This design comes from an exercise in tuning for small area, a short achievable clock period and few clock cycles per item on the open sky130 flow, not from production work.
In this exercise RTL edits were held to simulation tests only and were not proved equivalent to the original.
Power is estimated from default activity; no workload was simulated.

## integer_to_ascii_formatter
module integer_to_ascii_formatter
#(
    parameter int VALUE_WIDTH = 64
)
(
    input  logic                   clk,
    input  logic                   rst_n,
    input  logic                   item_valid,
    output logic                   item_stall,
    input  logic [VALUE_WIDTH-1:0] value,
    input  logic [1:0]             base_select,
    input  logic [6:0]             min_width,
    input  logic [5:0]             min_digits,
    input  logic                   signed_mode,
    input  logic                   left_justify,
    input  logic                   zero_pad,
    input  logic                   plus_sign,
    input  logic                   space_sign,
    input  logic                   alt_prefix,
    input  logic                   lower_case,
    output logic                   char_valid,
    input  logic                   char_stall,
    output logic [7:0]             out_char,
    output logic                   last_char
);
    localparam int NN = 22;         
    localparam int CW = 4 * (NN - 1);  
    localparam int RW = CW + 1;     
  ...
Settings: LEC_CHECK=0, ABC_AREA=1, CAP_MARGIN=20, CORE_MARGIN=2, CORE_UTILIZATION=40, SLEW_MARGIN=20, TNS_END_PERCENT=0; clock period 10.0 ns.
standard.sh (not shown) runs the stock make flow with config.mk's settings and CLKGATE_MAP_FILE= SYNTH_SCRIPT=/design/flow/synth_recipe.tcl, a recipe that flattens the netlist after the stock synthesis.
==> flow/flow/run.sh <==
#!/bin/bash
# Standard layout, with the timing repair aiming at a setup margin of 6.0 ns.
set -euo pipefail
bash standard.sh SETUP_SLACK_MARGIN=6.0 finish > standard.log 2>&1
Testbench counts at the start, summed over its fixed seeds: cycles 50,651, items 3,200.
==> next run, changes <==
--- a/flow/design.v
+++ b/flow/design.v
@@ -104,13 +104,13 @@
     assign free   = free_reg;
     assign take   = free && item_valid;
     assign is_oct = (f_base == 2'd0);
     assign is_dec = (f_base == 2'd1);
     assign is_hex = f_base[1];
     assign raw    = c_r[CW-1 -: 64];
-    assign mag    = f_neg ? {~raw[63:32] + {31'd0, f_cy}, raw[31:0]} : raw;
+    assign mag    = {~raw[63:32] + {31'd0, f_cy}, raw[31:0]};
     assign in_neg = signed_mode && value[63];
     assign in_dec = (base_select == 2'd1);
     function automatic logic [RW-1:0] layout(input logic [63:0] m, input logic [1:0] b);
         layout = '0;
         if (b == 2'd1)
             layout[CW-1 -: 64] = m;
@@ -120,14 +120,15 @@
         begin
             for (int j = 0; j < NN - 1; j++)
                 layout[4*j +: 3] = m[3*j +: 3];
             layout[CW] = m[63];
         end
     endfunction
-    assign lay    = layout(mag, f_base);
-    assign lay_in = {1'b0, value, 20'd0};
+    assign lay    = c_isneg2 ? layout(mag, f_base)
+                                       : layout(value, in_neg ? 2'd1 : base_select);
+    assign lay_in = lay;
     function automatic logic [3:0] add3(input logic [3:0] x);
         add3[3] = x[3] | (x[2] & x[0]) | (x[2] & x[1]);
         add3[2] = (x[3] & x[0]) | (x[2] & !x[1] & !x[0]);
         add3[1] = (x[3] & !x[0]) | (!x[2] & x[1]) | (x[1] & x[0]);
         add3[0] = (!x[3] & !x[2] & x[0]) | (x[2] & x[1] & !x[0]) | (x[3] & !x[0]);
     endfunction
@@ -165,30 +166,16 @@
     logic [4:0] nd_calc;
     logic [6:0] pad_calc, n2_calc;
     logic [7:0] q_m_nd;
     assign fixed = 2'(d_hs) + 2'(d_p0) + 2'(d_px);
     always_comb
     begin
-        logic [31:0] x;
-        logic [15:0] y16;
-        logic [7:0]  y8;
-        logic [3:0]  y4;
-        logic [1:0]  y2;
-        x = '0;
-        x[1] = 1'b1;
-        for (int j = 1; j < NN; j++)
-            x[j + 1] = (j == NN - 1) ? c_r[CW] : (c_r[4*j +: 4] != 4'd0);
-        nd_calc[4] = |x[31:16];
-        y16        = nd_calc[4] ? x[31:16] : x[15:0];
-        nd_calc[3] = |y16[15:8];
-        y8         = nd_calc[3] ? y16[15:8] : y16[7:0];
-        nd_calc[2] = |y8[7:4];
-        y4         = nd_calc[2] ? y8[7:4] : y8[3:0];
-        nd_calc[1] = |y4[3:2];
-        y2         = nd_calc[1] ? y4[3:2] : y4[1:0];
-        nd_calc[0] = y2[1];
+        nd_calc = 5'd1;
+        for (int j = 0; j < NN; j++)
+            if ((j == NN - 1) ? c_r[CW] : (c_r[4*j +: 4] != 4'd0))
+                nd_calc = 5'(j + 1);
     end
     logic [7:0] x1_s, x2_s, x3_s;
     logic       gt, sel;
     always_comb
     begin
         x1_s     = a_wf - {3'b000, p_nd};
@@ -208,13 +195,13 @@
     assign wc = f_w[6] ? 7'd64 : f_w;
     logic [2:0] st_nx;
     always_comb
     begin
         st_nx = c_state;
         if (free)
-            st_nx = !item_valid ? C_EMPTY : in_neg ? C_NEG : in_dec ? C_CONV : C_NEG2;
+            st_nx = !item_valid ? C_EMPTY : in_neg ? C_NEG : in_dec ? C_CONV : C_PLAN1;
         else
             unique case (c_state)
                 C_NEG:   st_nx = C_NEG2;
                 C_NEG2:  st_nx = is_dec ? C_CONV : C_PLAN1;
                 C_CONV:  if ((skip && c_step == 5'd12) || (!skip && c_step == 5'd15))
                              st_nx = C_PLAN1;
Outcome:
- The new run finished with timing, DRC and antenna clean
- critical path depth came out lower by 1
- wire length goes up by 21%
- clock power is about the same
- global-route usage goes up by 4.0 points
- power rose by 6.2%
- sequential share of layout area came out lower by 1.5 points
Testbench counts after the change, summed over its fixed seeds: cycles 50,561, items 3,200.

* * *

integer_to_ascii_formatter, a different RTL version from the one above (not shown whole).
Size in the first run: ~3700 cells after synthesis, about 310 flip-flops, roughly 100 I/O pins, about 0.025 mm^2 of cells after synthesis.
clock: 10.0 ns
lec_check: 0
abc_area: 1
cap_margin: 20
core_margin: 2
core_utilization: 40
slew_margin: 20
tns_end_percent: 0
Scripts as last shown in full above: flow/flow/run.sh
The starting point finished with timing, DRC and antenna clean.
Testbench counts at the start, summed over its fixed seeds: cycles 50,561, items 3,200.
Then changed:
--- a/flow/design.v
+++ b/flow/design.v
@@ -365,45 +365,27 @@
     begin
         nxt_cnt = 7'd1;
         if (nxt_seg[S_ZERO])  nxt_cnt = e_n2;
         if (nxt_seg[S_DIG])   nxt_cnt = {2'b00, e_nd};
         if (nxt_seg[S_TRAIL]) nxt_cnt = e_n3;
         first_cnt = 7'd1;
         if (first_seg[S_LEAD]) first_cnt = n1_new;
         if (first_seg[S_ZERO]) first_cnt = p_n2;
         if (first_seg[S_DIG])  first_cnt = {2'b00, p_nd};
     end
-    logic [127:0] dtab;
     always_comb
     begin
-        dtab = '0;
-        for (int j = 0; j < NN - 1; j++)
-            dtab[4*(j+1) +: 4] = e_dig[4*j +: 4];
-        dtab[4*NN +: 4] = {3'b000, e_dig[CW]};
         dsel = 4'd0;
         for (int j = 0; j < NN; j++)
             if (e_cnt[4:0] == 5'(j + 1))
-                dsel = dtab[4*(j+1) +: 4];
-        if (dsel[3] && (dsel[2] || dsel[1]))
-        begin
-            dchar[7:4] = e_lc ? 4'h6 : 4'h4;
-            unique case (dsel[2:0])
-                3'd2:    dchar[3:0] = 4'd1;
-                3'd3:    dchar[3:0] = 4'd2;
-                3'd4:    dchar[3:0] = 4'd3;
-                3'd5:    dchar[3:0] = 4'd4;
-                3'd6:    dchar[3:0] = 4'd5;
-                default: dchar[3:0] = 4'd6;
-            endcase
-        end
-        else
-            dchar = {4'h3, dsel};
+                dsel = (j == NN - 1) ? {3'b000, e_dig[CW]} : e_dig[4*j +: 4];
+        dchar = ((dsel < 4'd10) ? (8'h30 + {4'h0, dsel}) : (8'h37 + {4'h0, dsel})) | {2'b00, e_lc, 5'b00000};
     end
     always_comb
     begin
         ch = 8'h20;
         if (e_seg[S_SIGN])
             ch = (e_sign == 2'd1) ? 8'h2D : (e_sign == 2'd2) ? 8'h2B : 8'h20;
         if (e_seg[S_P0] || e_seg[S_ZERO])
             ch = 8'h30;
         if (e_seg[S_PX])
             ch = e_lc ? 8'h78 : 8'h58;
The changed run completed without violations. Utilization drops by 0.38 points. Fmax drops by about 0.8%. Worst setup slack degrades by 32 ps. Design area drops by about 0.6%. Global-route usage drops by 1.3 points. Area after synthesis climbs by 0.52%. Clock-buffer cell count climbs by 6.
Testbench counts after the change, summed over its fixed seeds: cycles 50,561, items 3,200.

[afterwards: timing with drivers on the ports]
The flow's constraints put no driver on any port. The routed layouts listed below were extracted and timed again, unchanged, in two steps. Step 1 (the two cells are an assumption about what drives the block):
set clk [get_ports {clk}]
set_driving_cell -lib_cell sky130_fd_sc_hd__clkbuf_16 $clk
set_driving_cell -lib_cell sky130_fd_sc_hd__buf_2 [delete_from_list [all_inputs] $clk]
Step 2 moves the port delays by t, midway between the first and last clock arrival at a register: inputs arrive t later, outputs are due t later. That takes back most of the time a late clock gives input paths. Slacks: ideal ports / drivers / drivers and shift; pairs: ideal ports / drivers.
| run | t (ns) | setup slack, ns | worst register clock-pin slew, ns | pins driven straight from the clock port |
|---|---|---|---|---|
| the first run of note 1 | 0.609 | 6.092 / 6.092 / 6.013 | 0.07 / 0.07 | 1 |
| the second run of note 1 | 0.621 | 5.805 / 5.838 / 5.217 | 0.07 / 0.07 | 1 |
| the first run of note 2 | 0.623 | 5.898 / 5.933 / 5.310 | 0.07 / 0.07 | 1 |
| the second run of note 2 | 0.633 | 5.866 / 5.866 / 5.266 | 0.07 / 0.07 | 1 |
After both steps every run listed still meets setup and hold. The setup slack of the second run of note 2, which loses most, moves by 0.000 ns with the drivers and by -0.600 ns with both steps.
